This is an optimization exercise on Yosys and OpenROAD, whose aim is small area, a short achievable clock period and few clock cycles, not a production implementation.
In this exercise RTL edits were held to simulation tests only and were not proved equivalent to the original.
Power and IR drop assume default switching activity.

// laser_dot_centroid_ranger
module laser_dot_centroid_ranger (
    input  logic                 i_clk,
    input  logic                 i_rst_n,
    input  logic                 s_axis_tvalid,
    output logic                 s_axis_tready,
    input  logic [47:0]          s_axis_tdata,
    input  logic                 s_axis_tlast,
    output logic                 m_axis_tvalid,
    input  logic                 m_axis_tready,
    output logic [55:0]          m_axis_tdata,
    output logic [1:0]           m_axis_tuser,
    input  logic                 i_cfg_we,
    input  logic [2:0]           i_cfg_idx,
    input  logic [COEF_W-1:0]    i_cfg_data
);
    logic [LEFT_W-1:0] r_left;
    logic [CROP_W-1:0] r_width, r_rows;
    logic [COEF_W-1:0] r_off, r_slope, r_shift;
    always_ff @(posedge i_clk) begin
        if (!i_rst_n) begin
            r_left  <= LEFT_W'(224);
            r_width <= CROP_W'(192);
            r_rows  <= CROP_W'(479);
            r_off   <= '0;
            r_slope <= '0;
            r_shift <= '0;
        end else if (i_cfg_we) begin
            case (i_cfg_idx)
                3'd0: r_left  <= i_cfg_data[LEFT_W-1:0];
                3'd1: r_width <= i_cfg_data[CROP_W-1:0];
                3'd2: r_rows  <= i_cfg_data[CROP_W-1:0];
                3'd3: r_off   <= i_cfg_data;
                3'd4: r_slope <= i_cfg_data;
                3'd5: r_shift <= i_cfg_data;
                default: ;
            endcase
        end
    end
    logic             pix_acc, hit, last2, last3, free, snap, pend, done;
    logic [COL_W-1:0] col;
    logic [ROW_W-1:0] row;
    assign pix_acc = s_axis_tvalid && s_axis_tready;
    ldcr_ctrl u_ctrl (
        .i_clk      (i_clk),
        .i_rst_n    (i_rst_n),
        .i_s_tvalid (s_axis_tvalid),
        .i_s_tlast  (s_axis_tlast),
        .i_l1       (last2),
        .i_l2       (last3),
        .i_l3       (done),
  ...
Settings: LEC_CHECK=0, ABC_AREA=1, CAP_MARGIN=20, CORE_MARGIN=2, CORE_UTILIZATION=40, CTS_BUF_LIST=sky130_fd_sc_hd__clkbuf_8, CTS_CLUSTER_DIAMETER=50, CTS_CLUSTER_SIZE=16, SETUP_SLACK_MARGIN=5, SLEW_MARGIN=20, SYNTH_MEMORY_MAX_BITS=16384, TNS_END_PERCENT=100; clock period 9.0 ns.
run.sh (not shown) runs the stock make flow with config.mk's settings and CLKGATE_MAP_FILE= SYNTH_SCRIPT=/design/flow/synth_recipe.tcl, a recipe that flattens the netlist after the stock synthesis.
Testbench counts at the start, summed over its fixed seeds: cycles 43,134.
Change:
Settings changed: ABC_AREA 1 to unset.
Result: Synthesized area shrinks by about 5%. Combinational power shrinks by 12%. Via count shrinks by 13%. Non-clock buffer count grows by 51. Power shrinks by 6.6%. Setup slack gets worse by 0.25 ns. Count of clock-buffer cells in the layout shrinks by 6. Final cell count shrinks by about 17%. Design area shrinks by about 2%.
Change:
==> flow/flow/run.sh (new file) <==
#!/bin/bash
set -euo pipefail
bash standard.sh SETUP_SLACK_MARGIN=5.5 finish > flow_standard.log 2>&1
==> flow/standard.sh (new file) <==
#!/bin/bash
# synth_recipe.tcl (not shown) runs the flow's synth.tcl, then flattens the netlist and writes it again
# the make line also repeats each setting of config.mk as NAME=value (left out here)
make -C /OpenROAD-flow-scripts/flow DESIGN_CONFIG=/design/flow/config.mk WORK_HOME=/design/flow/orfs CLKGATE_MAP_FILE= SYNTH_SCRIPT=/design/flow/synth_recipe.tcl "${@:-finish}"
Settings changed: ABC_AREA set to 1, CTS_BUF_LIST sky130_fd_sc_hd__clkbuf_8 to unset, CTS_CLUSTER_DIAMETER 50 to unset, CTS_CLUSTER_SIZE 16 to unset.
removed: flow/run.sh
=> The new run passed the timing, design-rule and antenna checks. Setup slack gets better by 0.41 ns. Wire length is higher by 24%. Global-route usage went up by 3.8 points. Count of clock-buffer cells in the layout climbs by 8. Sequential share of layout area shrinks by 4.0 points. Power increases by 16%.
Change:
==> flow/run.sh (new file) <==
#!/bin/bash
# synth_recipe.tcl (not shown) runs the flow's synth.tcl, then flattens the netlist and writes it again
# the make line also repeats each setting of config.mk as NAME=value (left out here)
make -C /OpenROAD-flow-scripts/flow DESIGN_CONFIG=/design/flow/config.mk WORK_HOME=/design/flow/orfs CLKGATE_MAP_FILE= SYNTH_SCRIPT=/design/flow/synth_recipe.tcl finish
removed: flow/flow/run.sh
removed: flow/standard.sh
- wire length fell by about 8%
- non-clock buffer count fell by 163
- via count fell by about 5.3%
- register-to-register slack is worse by 0.19 ns
- critical path depth fell by 1
- core utilization fell by 5.7 points
- first-iteration DRC count fell by 11%
- flip-flop and latch count is unchanged
- worst setup slack is worse by 0.19 ns
Change:
Settings changed: CORE_UTILIZATION 40 to 50, CTS_BUF_LIST set to sky130_fd_sc_hd__clkbuf_8, CTS_CLUSTER_DIAMETER set to 50, CTS_CLUSTER_SIZE set to 16.
Result: Total power went down by about 7%. Sequential power hardly moves. Design area went down by 1.2%. Via count went up by 1.3%. Critical path depth went up by 2.
Change:
Settings changed: CORE_UTILIZATION 50 to 40, CTS_CLUSTER_SIZE 16 to 20.
Result: Total power climbs by 3.6%. Hold slack got worse by 0.0096 ns. Setup slack degrades by 0.052 ns. Routed wire length falls by 1.8%. Global-route usage shrinks by 7.9 points. Cell area rose by 0.76%. Non-clock buffer count decreases by 2. Die area climbs by 25%.

* * *

Setup of lane 1:
Starting RTL as in the previous note.
make LEC_CHECK=0 ABC_AREA=1 CAP_MARGIN=20 CORE_MARGIN=2 CORE_UTILIZATION=40 CTS_BUF_LIST=sky130_fd_sc_hd__clkbuf_8 CTS_CLUSTER_DIAMETER=60 CTS_CLUSTER_SIZE=20 SETUP_SLACK_MARGIN=5 SLEW_MARGIN=20 SYNTH_MEMORY_MAX_BITS=16384 TNS_END_PERCENT=100 finish   # period 9.0 ns
Stock flow here: none of the scripts above is used.
Testbench counts of lane 1, summed over its fixed seeds: cycles 43,134.
[inputs] lane 2 vs lane 1
# lane 1
export LEC_CHECK = 0
export ABC_AREA = 1
export CAP_MARGIN = 20
export CORE_MARGIN = 2
export CORE_UTILIZATION = 40
export CTS_BUF_LIST = sky130_fd_sc_hd__clkbuf_8
export CTS_CLUSTER_DIAMETER = 60
export CTS_CLUSTER_SIZE = 20
export SETUP_SLACK_MARGIN = 5
export SLEW_MARGIN = 20
export SYNTH_MEMORY_MAX_BITS = 16384
export TNS_END_PERCENT = 100
create_clock -name core_clock -period 9.0 [get_ports {i_clk}]
# lane 2
export LEC_CHECK = 0
export ABC_AREA = 1
export CAP_MARGIN = 20
export CORE_MARGIN = 2
export CORE_UTILIZATION = 60
export PLACE_DENSITY = 0.75
export SETUP_SLACK_MARGIN = 5
export SLEW_MARGIN = 20
export SYNTH_MEMORY_MAX_BITS = 16384
export TNS_END_PERCENT = 100
create_clock -name core_clock -period 9.0 [get_ports {i_clk}]
Notes after the runs:
On worst hold slack, the higher figure sits with lane 2, not lane 1.
Total power (lane 1 / lane 2): 0.887
Fraction of final layout cells sized beyond drive strength 1 up 0.21 points in lane 2 wrt lane 1
Cell with the biggest individual delay on the critical path: dfxtp_2 -> lane 2, dfxtp_4 -> lane 1
Lane 1 → lane 2: number of failing setup endpoints in the final timing report level, number of buffers inserted to repair setup after CTS moved up, non-filler instance count after layout down 261, switching power total shrank by 0.68%.
The final reports for lane 2 and lane 1 show part of the total power dissipated in the clock network higher in the former.
What lane 3 does differently from lane 2 at the input level:
# lane 2
export LEC_CHECK = 0
export ABC_AREA = 1
export CAP_MARGIN = 20
export CORE_MARGIN = 2
export CORE_UTILIZATION = 60
export PLACE_DENSITY = 0.75
export SETUP_SLACK_MARGIN = 5
export SLEW_MARGIN = 20
export SYNTH_MEMORY_MAX_BITS = 16384
export TNS_END_PERCENT = 100
create_clock -name core_clock -period 9.0 [get_ports {i_clk}]
# lane 3
export LEC_CHECK = 0
export ABC_AREA = 1
export CAP_MARGIN = 20
export CORE_MARGIN = 2
export CORE_UTILIZATION = 40
export CTS_BUF_LIST = sky130_fd_sc_hd__clkbuf_8
export CTS_CLUSTER_DIAMETER = 50
export CTS_CLUSTER_SIZE = 16
export SETUP_SLACK_MARGIN = 5
export SLEW_MARGIN = 20
export SYNTH_MEMORY_MAX_BITS = 16384
export TNS_END_PERCENT = 0
create_clock -name core_clock -period 9.0 [get_ports {i_clk}]
==> comparison <==
Lane 3 finished end to end and its layout was clean on timing, DRC and antenna. Going from lane 2 to lane 3, logic gate share of total power rose 0.2 points; worst hold slack across all endpoints fell 0.0051 ns; post-placement setup slack fell 0.070 ns; number of tapcells rose about 47%; wire length of the first global-routing pass rose 1400 um. When the final numbers for lane 3 and lane 2 were put side by side, the worst setup slack turned out to be smaller in lane 3. Worst vdd rail ir drop, lane 3 and lane 2, lower one = lane 3. The share of the cycle needed by the critical path after routing was comparable across lane 3 and lane 2. Final critical delay including setup and external delays was lower in the run labelled lane 2. Number of cells in the finished layout apart from fillers in lane 3 is 296 above lane 2.
#### Input delta (lane 4 over lane 3)
# lane 3
export LEC_CHECK = 0
export ABC_AREA = 1
export CAP_MARGIN = 20
export CORE_MARGIN = 2
export CORE_UTILIZATION = 40
export CTS_BUF_LIST = sky130_fd_sc_hd__clkbuf_8
export CTS_CLUSTER_DIAMETER = 50
export CTS_CLUSTER_SIZE = 16
export SETUP_SLACK_MARGIN = 5
export SLEW_MARGIN = 20
export SYNTH_MEMORY_MAX_BITS = 16384
export TNS_END_PERCENT = 0
create_clock -name core_clock -period 9.0 [get_ports {i_clk}]
# lane 4
export LEC_CHECK = 0
export ABC_AREA = 1
export CAP_MARGIN = 20
export CORE_MARGIN = 2
export CORE_UTILIZATION = 60
export CTS_BUF_LIST = sky130_fd_sc_hd__clkbuf_8
export CTS_CLUSTER_DIAMETER = 50
export CTS_CLUSTER_SIZE = 16
export PLACE_DENSITY = 0.75
export SETUP_SLACK_MARGIN = 5
export SLEW_MARGIN = 20
export SYNTH_MEMORY_MAX_BITS = 16384
export TNS_END_PERCENT = 100
create_clock -name core_clock -period 9.0 [get_ports {i_clk}]
[summary]
- Floorplan check, lane 4 vs lane 3: die outline smaller in lane 4
- Comparing lane 3 and lane 4, total stage count of the critical path is lower on lane 4.
- Fraction of area in registers for lane 4 is higher than for lane 3.
- [lane 4 vs lane 3] combinational power: higher in lane 4
- Internal portion of total power in lane 4 vs lane 3: down about 5.5%
- Lane 4 against lane 3: final setup slack of the worst path up 0.12 ns; width of the die down about 18%; core utilization up 22 points.

## what the ideal ports hide
In the flow no input, the clock included, has a driving cell. The finished layouts below were timed again as built, in two steps.
Step 1, drivers: a clkbuf_16 drives i_clk and a buf_2 each remaining input, both assumed.
Step 2, shift: input delay + t, output delay - t, t = (earliest + latest rising clock arrival at the registers) / 2. This alone moves slack from input paths to output paths.
Slacks: ideal / step 1 / step 2; pairs: ideal / step 1.
run | shift t [ns] | setup WS [ns] | worst setup path after step 2
the first run of note 1 | 0.760 | 5.135 / 5.135 / 4.428 | input to register
the second run of note 1 | 0.743 | 4.884 / 4.884 / 4.380 | input to register
the third run of note 1 | 0.681 | 5.292 / 5.296 / 4.631 | input to register
the fourth run of note 1 | 0.667 | 5.106 / 5.106 / 4.531 | input to register
the fifth run of note 1 | 0.764 | 5.160 / 5.160 / 4.451 | input to register
the sixth run of note 1 | 0.762 | 5.108 / 5.108 / 4.466 | input to register
lane 1 | 0.730 | 5.120 / 5.120 / 4.438 | input to register
lane 2 | 0.649 | 4.984 / 4.984 / 4.478 | input to register
lane 3 | 0.756 | 4.978 / 4.978 / 4.345 | input to register
lane 4 | 0.726 | 5.099 / 5.099 / 4.502 | input to register
After both steps every run listed still meets setup and hold. For the fifth run of note 1, which loses most, drivers alone change the setup slack by 0.000 ns; drivers and shift together by -0.709 ns.
